Context: an optimization exercise on an open-source flow, tuned for small area, a short achievable clock period and few clock cycles. The choices shown serve that exercise and are no tape-out recipe.
At most, simulation tests tie the RTL to the original design; equivalence was not proved.
Power is estimated from default activity; no workload was simulated.

## page_replacement_victim_select_top
module page_replacement_victim_select_top (
  input  logic                   clk,
  input  logic                   rst_n,
  input  logic                   cfg_we,
  input  logic [POLICY_W-1:0]    cfg_wdata,
  input  logic                   in_tvalid,
  output logic                   in_tready,
  input  logic [IN_TDATA_W-1:0]  in_tdata,    
  input  logic [CMD_W-1:0]       in_tuser,    
  output logic                   out_tvalid,
  input  logic                   out_tready,
  output logic [OUT_TDATA_W-1:0] out_tdata,   
  output logic                   out_tuser    
);
==> module prvs_datapath, before the edit <==
module prvs_datapath (
  input  logic              clk,
  input  logic              rst_n,
  input  logic              b_inst,      
  input  logic              b_rem,
  input  logic              b_wr,        
  input  logic              b_mark,
  input  logic              b_sel,
  input  logic              b_ones,      
  input  logic              b_fifo,      
  input  logic              a_fifo,      
  input  logic [SLOT_W-1:0] b_slot,
  input  logic [AGE_W-1:0]  b_key,       
  input  logic [ONES_W-1:0] b_pc,        
  output logic              res_v,
  output logic [4:0]        res_d
);
  logic [AGE_W-1:0]  age_r  [SLOTS];
  logic [ONES_W-1:0] ones_r [SLOTS];
  logic [SLOTS-1:0]  present_r;
  logic [SLOTS-1:0]  acc_r;
  logic [SLOTS-1:0] slot_oh;
  logic [SLOTS-1:0] wr_oh, inst_oh, rem_oh, mark_oh;
  always_comb begin
    slot_oh = '0;
    slot_oh[b_slot] = 1'b1;
  end
  assign wr_oh   = b_wr   ? slot_oh : '0;
  assign inst_oh = b_inst ? slot_oh : '0;
  assign rem_oh  = b_rem  ? slot_oh : '0;
  assign mark_oh = b_mark ? slot_oh : '0;
  function automatic logic [1:0] gp_tree32(input logic [AGE_W-1:0] g, input logic [AGE_W-1:0] p);
    logic [AGE_W-1:0] gg, pp;
    gg = g;
    pp = p;
    for (int w = 1; w < AGE_W; w = w * 2) begin
      for (int i = 0; i < AGE_W; i = i + 2 * w) begin
        gg[i] = gg[i + w] | (pp[i + w] & gg[i]);
        pp[i] = pp[i + w] & pp[i];
      end
    end
    gp_tree32 = {gg[0], pp[0]};
  endfunction
  function automatic logic [1:0] gp_tree6(input logic [ONES_W-1:0] g, input logic [ONES_W-1:0] p);
    logic gh, ph, gl, pl, gm, pm;
    gl = g[1] | (p[1] & g[0]);
    pl = p[1] & p[0];
    gm = g[3] | (p[3] & g[2]);
    pm = p[3] & p[2];
    gh = g[5] | (p[5] & g[4]);
    ph = p[5] & p[4];
    gm = gm | (pm & gl);
    pm = pm & pl;
    gp_tree6 = {gh | (ph & gm), ph & pm};
  endfunction
  logic [SLOTS-1:0] cin, c0, c1;
  for (genvar j = 0; j < SLOTS; j++) begin : g_cmp
    logic [1:0] ta, to;
    assign cin[j] = (b_slot < SLOT_W'(j));
    assign ta = gp_tree32(~b_key & age_r[j], ~b_key | age_r[j]);
    assign to = gp_tree6(~b_pc & ones_r[j], ~b_pc | ones_r[j]);
    assign c0[j] = ta[1] | (ta[0] & cin[j]);
    assign c1[j] = to[1] | (to[0] & c0[j]);
  end
  logic [SLOTS-1:0] q0, q1;
  for (genvar j = 0; j < SLOTS; j++) begin : g_q
    assign q0[j] = slot_oh[j] | (cin[j] ? c0[j] : !c0[j]);
    assign q1[j] = slot_oh[j] | (cin[j] ? c1[j] : !c1[j]);
  end
  for (genvar s = 0; s < SLOTS; s++) begin : g_tab
    always_ff @(posedge clk) begin
      if (wr_oh[s]) begin
        age_r[s]  <= b_key;
        ones_r[s] <= b_pc;
      end
    end
  end
  wire [SLOTS-1:0] p0 [SLOTS];        
  wire [SLOTS-1:0] p1 [SLOTS];        
  wire [SLOTS-1:0] pf [SLOTS];        
  logic [SLOTS-1:0] mv;               
  for (genvar i = 0; i < SLOTS; i++) begin : g_row
    for (genvar j = 0; j < SLOTS; j++) begin : g_col
      if (i < j) begin : g_pair
        logic o0_r, o1_r, of_r;
        always_ff @(posedge clk) begin
          if (wr_oh[i] || wr_oh[j]) begin
            o0_r <= q0[i] & q0[j];
            o1_r <= q1[i] & q1[j];
          end
          if (inst_oh[i])          of_r <= 1'b0;
          else if (inst_oh[j])     of_r <= 1'b1;
          else if (mv[i] != mv[j]) of_r <= mv[j];
        end
        assign p0[i][j] = o0_r;
        assign p1[i][j] = o1_r;
        assign pf[i][j] = of_r;
      end else if (i > j) begin : g_mirror
        assign p0[i][j] = !p0[j][i];
        assign p1[i][j] = !p1[j][i];
        assign pf[i][j] = !pf[j][i];
      end else begin : g_diag
        assign p0[i][j] = 1'b1;
        assign p1[i][j] = 1'b1;
        assign pf[i][j] = 1'b1;
      end
    end
  end
  logic [SLOTS-1:0] cand, mask, win, red;
  logic             any_cand_r, any_cand_nx, fa_r, fifo_sel;
  assign cand     = present_r & ~acc_r;
  assign mask     = present_r & ~({SLOTS{fa_r}} & acc_r);
  assign fifo_sel = b_sel && b_fifo;
  for (genvar i = 0; i < SLOTS; i++) begin : g_red
    logic [SLOTS-1:0] beats;
    for (genvar j = 0; j < SLOTS; j++) begin : g_b
      assign beats[j] = b_fifo ? pf[i][j] : b_ones ? p1[i][j] : p0[i][j];
    end
    assign red[i] = &(~mask | beats);
    assign win[i] = mask[i] & red[i];
    assign mv[i]  = fifo_sel & present_r[i] & acc_r[i] & (!any_cand_r | red[i]);
  end
  always_comb begin
    if (b_inst)                any_cand_nx = 1'b1;
    else if (b_rem || b_mark)  any_cand_nx = |(cand & ~slot_oh);
    else if (fifo_sel)         any_cand_nx = |present_r;
    else                       any_cand_nx = any_cand_r;
  end
  always_ff @(posedge clk) begin
    if (!rst_n) begin
      present_r  <= '0;
      acc_r      <= '0;
      any_cand_r <= 1'b0;
      fa_r       <= 1'b0;
    end else begin
      any_cand_r <= any_cand_nx;
      fa_r       <= any_cand_nx && a_fifo;
      present_r <= (present_r | inst_oh) & ~rem_oh;
      acc_r     <= (acc_r | mark_oh) & ~inst_oh & ~rem_oh & ~mv;
    end
  end
  logic [SLOT_W-1:0] win_idx;
  always_comb begin
    win_idx = '0;
    for (int k = 0; k < SLOTS; k++) begin
      if (win[k]) win_idx = win_idx | SLOT_W'(k);
    end
  end
  assign res_v = b_sel;
  assign res_d = {|present_r, win_idx};
endmodule
clock: 10.0 ns
lec_check: 0
abc_clock_period_in_ps: 3500
cap_margin: 20
core_margin: 2
core_utilization: 40
slew_margin: 20
standard.sh (not shown) runs the stock make flow with config.mk's settings and CLKGATE_MAP_FILE= SYNTH_SCRIPT=/design/flow/synth_recipe.tcl, a recipe that flattens the netlist after the stock synthesis.
==> flow/flow/run.sh <==
#!/bin/bash
# Layout flow: the standard layout (standard.sh, unchanged synthesis and
# steps), with the timing repair steps asked to close to a tighter internal
# target than the 10 ns clock so the achieved period is short. The clock,
# SDC and every other setting are the design's.
set -euo pipefail
export SETUP_SLACK_MARGIN=6.3
bash standard.sh > standard.log 2>&1
Testbench counts at the start, summed over its fixed seeds: cycles 12,052.
Rerun with:
--- a/flow/design.v
+++ b/flow/design.v
@@ -157,7 +157,5 @@
     end
   end
-  wire [SLOTS-1:0] p0 [SLOTS];        
-  wire [SLOTS-1:0] p1 [SLOTS];        
-  wire [SLOTS-1:0] pf [SLOTS];        
+  wire [SLOTS-1:0] ps [SLOTS];
   logic [SLOTS-1:0] mv;               
   for (genvar i = 0; i < SLOTS; i++) begin : g_row
@@ -174,15 +172,9 @@
           else if (mv[i] != mv[j]) of_r <= mv[j];
         end
-        assign p0[i][j] = o0_r;
-        assign p1[i][j] = o1_r;
-        assign pf[i][j] = of_r;
+        assign ps[i][j] = b_fifo ? of_r : b_ones ? o1_r : o0_r;
       end else if (i > j) begin : g_mirror
-        assign p0[i][j] = !p0[j][i];
-        assign p1[i][j] = !p1[j][i];
-        assign pf[i][j] = !pf[j][i];
+        assign ps[i][j] = !ps[j][i];
       end else begin : g_diag
-        assign p0[i][j] = 1'b1;
-        assign p1[i][j] = 1'b1;
-        assign pf[i][j] = 1'b1;
+        assign ps[i][j] = 1'b1;
       end
     end
@@ -194,9 +186,5 @@
   assign fifo_sel = b_sel && b_fifo;
   for (genvar i = 0; i < SLOTS; i++) begin : g_red
-    logic [SLOTS-1:0] beats;
-    for (genvar j = 0; j < SLOTS; j++) begin : g_b
-      assign beats[j] = b_fifo ? pf[i][j] : b_ones ? p1[i][j] : p0[i][j];
-    end
-    assign red[i] = &(~mask | beats);
+    assign red[i] = &(~mask | ps[i]);
     assign win[i] = mask[i] & red[i];
     assign mv[i]  = fifo_sel & present_r[i] & acc_r[i] & (!any_cand_r | red[i]);
=> The new run ran to the end with no violations. Setup slack gets worse by 100 ps. Total power grows by a few percent. Fmax goes down by a few percent. Final area came out higher by a few percent. Sequential share of layout area fell by 2.1 points.
Testbench counts after the change, summed over its fixed seeds: cycles 12,052.

---

## garnet
Another version of the RTL of page_replacement_victim_select_top (not shown whole).
Size in the first run: about 4,800 cells after synthesis, ~1,200 flip-flops, about 61 I/O pins, ~55,000 µm² of cells after synthesis.
==> module prvs_datapath, before the edit <==
module prvs_datapath (
  input  logic              clk,
  input  logic              rst_n,
  input  logic              b_inst,      
  input  logic              b_rem,
  input  logic [SLOTS-1:0]  b_wr_oh,     
  input  logic [SLOTS-1:0]  b_above,     
  input  logic              b_mark,
  input  logic              b_sel,
  input  logic              b_ones,      
  input  logic              b_fifo,      
  input  logic              a_fifo,      
  input  logic [SLOT_W-1:0] b_slot,
  input  logic [AGE_W-1:0]  b_key,       
  input  logic [ONES_W-1:0] b_pc,        
  output logic              res_v,
  output logic [4:0]        res_d
);
  logic [AGE_W-1:0]  age_r  [SLOTS];
  logic [ONES_W-1:0] ones_r [SLOTS];
  logic [SLOTS-1:0]  present_r;
  logic [SLOTS-1:0]  acc_r;
  logic [SLOTS-1:0] slot_oh;
  logic [SLOTS-1:0] wr_oh, inst_oh, rem_oh, mark_oh;
  always_comb begin
    slot_oh = '0;
    slot_oh[b_slot] = 1'b1;
  end
  assign wr_oh   = b_wr_oh;
  assign inst_oh = b_inst ? slot_oh : '0;
  assign rem_oh  = b_rem  ? slot_oh : '0;
  assign mark_oh = b_mark ? slot_oh : '0;
  function automatic logic [1:0] gp_tree32(input logic [AGE_W-1:0] g, input logic [AGE_W-1:0] p);
    logic [AGE_W-1:0] gg, pp;
    gg = g;
    pp = p;
    for (int w = 1; w < AGE_W; w = w * 2) begin
      for (int i = 0; i < AGE_W; i = i + 2 * w) begin
        gg[i] = gg[i + w] | (pp[i + w] & gg[i]);
        pp[i] = pp[i + w] & pp[i];
      end
    end
    gp_tree32 = {gg[0], pp[0]};
  endfunction
  function automatic logic [1:0] gp_tree6(input logic [ONES_W-1:0] g, input logic [ONES_W-1:0] p);
    logic gh, ph, gl, pl, gm, pm;
    gl = g[1] | (p[1] & g[0]);
    pl = p[1] & p[0];
    gm = g[3] | (p[3] & g[2]);
    pm = p[3] & p[2];
    gh = g[5] | (p[5] & g[4]);
    ph = p[5] & p[4];
    gm = gm | (pm & gl);
    pm = pm & pl;
    gp_tree6 = {gh | (ph & gm), ph & pm};
  endfunction
  logic [SLOTS-1:0] cin, c0, c1;
  for (genvar j = 0; j < SLOTS; j++) begin : g_cmp
    logic [1:0] ta, to;
    assign cin[j] = b_above[j];
    assign ta = gp_tree32(~b_key & age_r[j], ~b_key | age_r[j]);
    assign to = gp_tree6(~b_pc & ones_r[j], ~b_pc | ones_r[j]);
    assign c0[j] = ta[1] | (ta[0] & cin[j]);
    assign c1[j] = to[1] | (to[0] & c0[j]);
  end
  logic [SLOTS-1:0] q0, q1;
  for (genvar j = 0; j < SLOTS; j++) begin : g_q
    assign q0[j] = slot_oh[j] | (cin[j] ? c0[j] : !c0[j]);
    assign q1[j] = slot_oh[j] | (cin[j] ? c1[j] : !c1[j]);
  end
  for (genvar s = 0; s < SLOTS; s++) begin : g_tab
    always_ff @(posedge clk) begin
      if (wr_oh[s]) begin
        age_r[s]  <= b_key;
        ones_r[s] <= b_pc;
      end
    end
  end
  wire [SLOTS-1:0] p0 [SLOTS];        
  wire [SLOTS-1:0] p1 [SLOTS];        
  wire [SLOTS-1:0] pf [SLOTS];        
  logic [SLOTS-1:0] mv;               
  for (genvar i = 0; i < SLOTS; i++) begin : g_row
    for (genvar j = 0; j < SLOTS; j++) begin : g_col
      if (i < j) begin : g_pair
        logic o0_r, o1_r, of_r;
        always_ff @(posedge clk) begin
          if (wr_oh[i] || wr_oh[j]) begin
            o0_r <= q0[i] & q0[j];
            o1_r <= q1[i] & q1[j];
          end
          if (inst_oh[i])          of_r <= 1'b0;
          else if (inst_oh[j])     of_r <= 1'b1;
          else if (mv[i] != mv[j]) of_r <= mv[j];
        end
        assign p0[i][j] = o0_r;
        assign p1[i][j] = o1_r;
        assign pf[i][j] = of_r;
      end else if (i > j) begin : g_mirror
        assign p0[i][j] = !p0[j][i];
        assign p1[i][j] = !p1[j][i];
        assign pf[i][j] = !pf[j][i];
      end else begin : g_diag
        assign p0[i][j] = 1'b1;
        assign p1[i][j] = 1'b1;
        assign pf[i][j] = 1'b1;
      end
    end
  end
  logic [SLOTS-1:0] cand, mask, win, red;
  logic             any_cand_r, any_cand_nx, fa_r, fifo_sel;
  assign cand     = present_r & ~acc_r;
  assign mask     = present_r & ~({SLOTS{fa_r}} & acc_r);
  assign fifo_sel = b_sel && b_fifo;
  for (genvar i = 0; i < SLOTS; i++) begin : g_red
    logic [SLOTS-1:0] beats;
    for (genvar j = 0; j < SLOTS; j++) begin : g_b
      assign beats[j] = b_fifo ? pf[i][j] : b_ones ? p1[i][j] : p0[i][j];
    end
    assign red[i] = &(~mask | beats);
    assign win[i] = mask[i] & red[i];
    assign mv[i]  = fifo_sel & present_r[i] & acc_r[i] & (!any_cand_r | red[i]);
  end
  always_comb begin
    if (b_inst)                any_cand_nx = 1'b1;
    else if (b_rem || b_mark)  any_cand_nx = |(cand & ~slot_oh);
    else if (fifo_sel)         any_cand_nx = |present_r;
    else                       any_cand_nx = any_cand_r;
  end
  always_ff @(posedge clk) begin
    if (!rst_n) begin
      present_r  <= '0;
      acc_r      <= '0;
      any_cand_r <= 1'b0;
      fa_r       <= 1'b0;
    end else begin
      any_cand_r <= any_cand_nx;
      fa_r       <= any_cand_nx && a_fifo;
      present_r <= (present_r | inst_oh) & ~rem_oh;
      acc_r     <= (acc_r | mark_oh) & ~inst_oh & ~rem_oh & ~mv;
    end
  end
  logic [SLOT_W-1:0] win_idx;
  always_comb begin
    win_idx = '0;
    for (int k = 0; k < SLOTS; k++) begin
      if (win[k]) win_idx = win_idx | SLOT_W'(k);
    end
  end
  assign res_v = b_sel;
  assign res_d = {|present_r, win_idx};
endmodule
Settings: LEC_CHECK=0, CAP_MARGIN=20, CORE_MARGIN=2, CORE_UTILIZATION=40, SLEW_MARGIN=20, TNS_END_PERCENT=10; clock period 10.0 ns.
==> flow/flow/run.sh <==
#!/bin/bash
# Layout flow: the standard layout (standard.sh: unchanged synthesis and
# steps) with two changes to how the layout is optimised, not to what is
# measured: the port buffers are buf_4 cells instead of the delay buffer that
# buffer_ports picks by default, and the timing repair steps aim at a tighter
# internal target than the 10 ns clock so that the achieved period is short.
# The clock, the SDC and every other setting are the design's.
set -euo pipefail
export BUFFER_PORTS_ARGS="-buffer_cell sky130_fd_sc_hd__buf_4"
export SETUP_SLACK_MARGIN=6.3
bash standard.sh > standard.log 2>&1
Relative to garnet, the following input files were edited for willow:
-- flow/design.v --
<<< garnet, line 171
    end
  end
  wire [SLOTS-1:0] p0 [SLOTS];        
  wire [SLOTS-1:0] p1 [SLOTS];        
  wire [SLOTS-1:0] pf [SLOTS];        
  logic [SLOTS-1:0] mv;               
  for (genvar i = 0; i < SLOTS; i++) begin : g_row
>>> willow, line 171
    end
  end
  wire [SLOTS-1:0] ps [SLOTS];
  logic [SLOTS-1:0] mv;               
  for (genvar i = 0; i < SLOTS; i++) begin : g_row
<<< garnet, line 188
          else if (mv[i] != mv[j]) of_r <= mv[j];
        end
        assign p0[i][j] = o0_r;
        assign p1[i][j] = o1_r;
        assign pf[i][j] = of_r;
      end else if (i > j) begin : g_mirror
        assign p0[i][j] = !p0[j][i];
        assign p1[i][j] = !p1[j][i];
        assign pf[i][j] = !pf[j][i];
      end else begin : g_diag
        assign p0[i][j] = 1'b1;
        assign p1[i][j] = 1'b1;
        assign pf[i][j] = 1'b1;
      end
    end
>>> willow, line 186
          else if (mv[i] != mv[j]) of_r <= mv[j];
        end
        assign ps[i][j] = b_fifo ? of_r : b_ones ? o1_r : o0_r;
      end else if (i > j) begin : g_mirror
        assign ps[i][j] = !ps[j][i];
      end else begin : g_diag
        assign ps[i][j] = 1'b1;
      end
    end
<<< garnet, line 208
  assign fifo_sel = b_sel && b_fifo;
  for (genvar i = 0; i < SLOTS; i++) begin : g_red
    logic [SLOTS-1:0] beats;
    for (genvar j = 0; j < SLOTS; j++) begin : g_b
      assign beats[j] = b_fifo ? pf[i][j] : b_ones ? p1[i][j] : p0[i][j];
    end
    assign red[i] = &(~mask | beats);
    assign win[i] = mask[i] & red[i];
    assign mv[i]  = fifo_sel & present_r[i] & acc_r[i] & (!any_cand_r | red[i]);
>>> willow, line 200
  assign fifo_sel = b_sel && b_fifo;
  for (genvar i = 0; i < SLOTS; i++) begin : g_red
    assign red[i] = &(~mask | ps[i]);
    assign win[i] = mask[i] & red[i];
    assign mv[i]  = fifo_sel & present_r[i] & acc_r[i] & (!any_cand_r | red[i]);
Findings:
In the reports for garnet and willow, the larger clock network area share belongs to willow.
Per the comparison of willow with garnet, pin count of the biggest net entering global routing climbed about 17%, worst hold slack dropped 49 ps, total wire length after detailed routing shows a reduction of 4.0%.
willow vs garnet — global-route usage over all layers dropped 0.81 points.
Reported for garnet and willow, total I/O pin count turned out identical to the last digit.
Testbench counts of willow, summed over its fixed seeds: cycles 12,069.
The RTL of garnet was laid out without a check of its function.

## static timing again, ports no longer ideal
No port has a modelled driver above. Below, the same layouts with a new extraction and two added sets of constraints. Step 1, drivers: a clkbuf_16 drives clk and a buf_2 each remaining input, both assumed. Step 2 also shifts input and output timing later by t, the mid clock arrival at the registers, as if the neighbouring blocks saw the same clock. Slacks: no drivers / after step 1 / after step 2; pairs: no drivers / after step 1.
| run | shift t [ns] | setup slack, ns | worst setup path after step 2 | worst slew at a driven data input, ns |
|---|---|---|---|---|
| the first run of note 1 | 0.824 | 6.256 / 6.256 / 5.696 | input to register | 0.04 |
| the second run of note 1 | 0.839 | 6.155 / 6.155 / 5.672 | input to register | 0.05 |
| garnet | 0.835 | 6.247 / 6.247 / 5.958 | input to register | 0.06 |
| willow | 0.843 | 6.230 / 6.230 / 5.994 | input to register | 0.04 |
After both steps setup and hold are still met in every run listed. The setup slack of the first run of note 1, which loses most, moves by 0.000 ns with the drivers and by -0.560 ns with both steps.
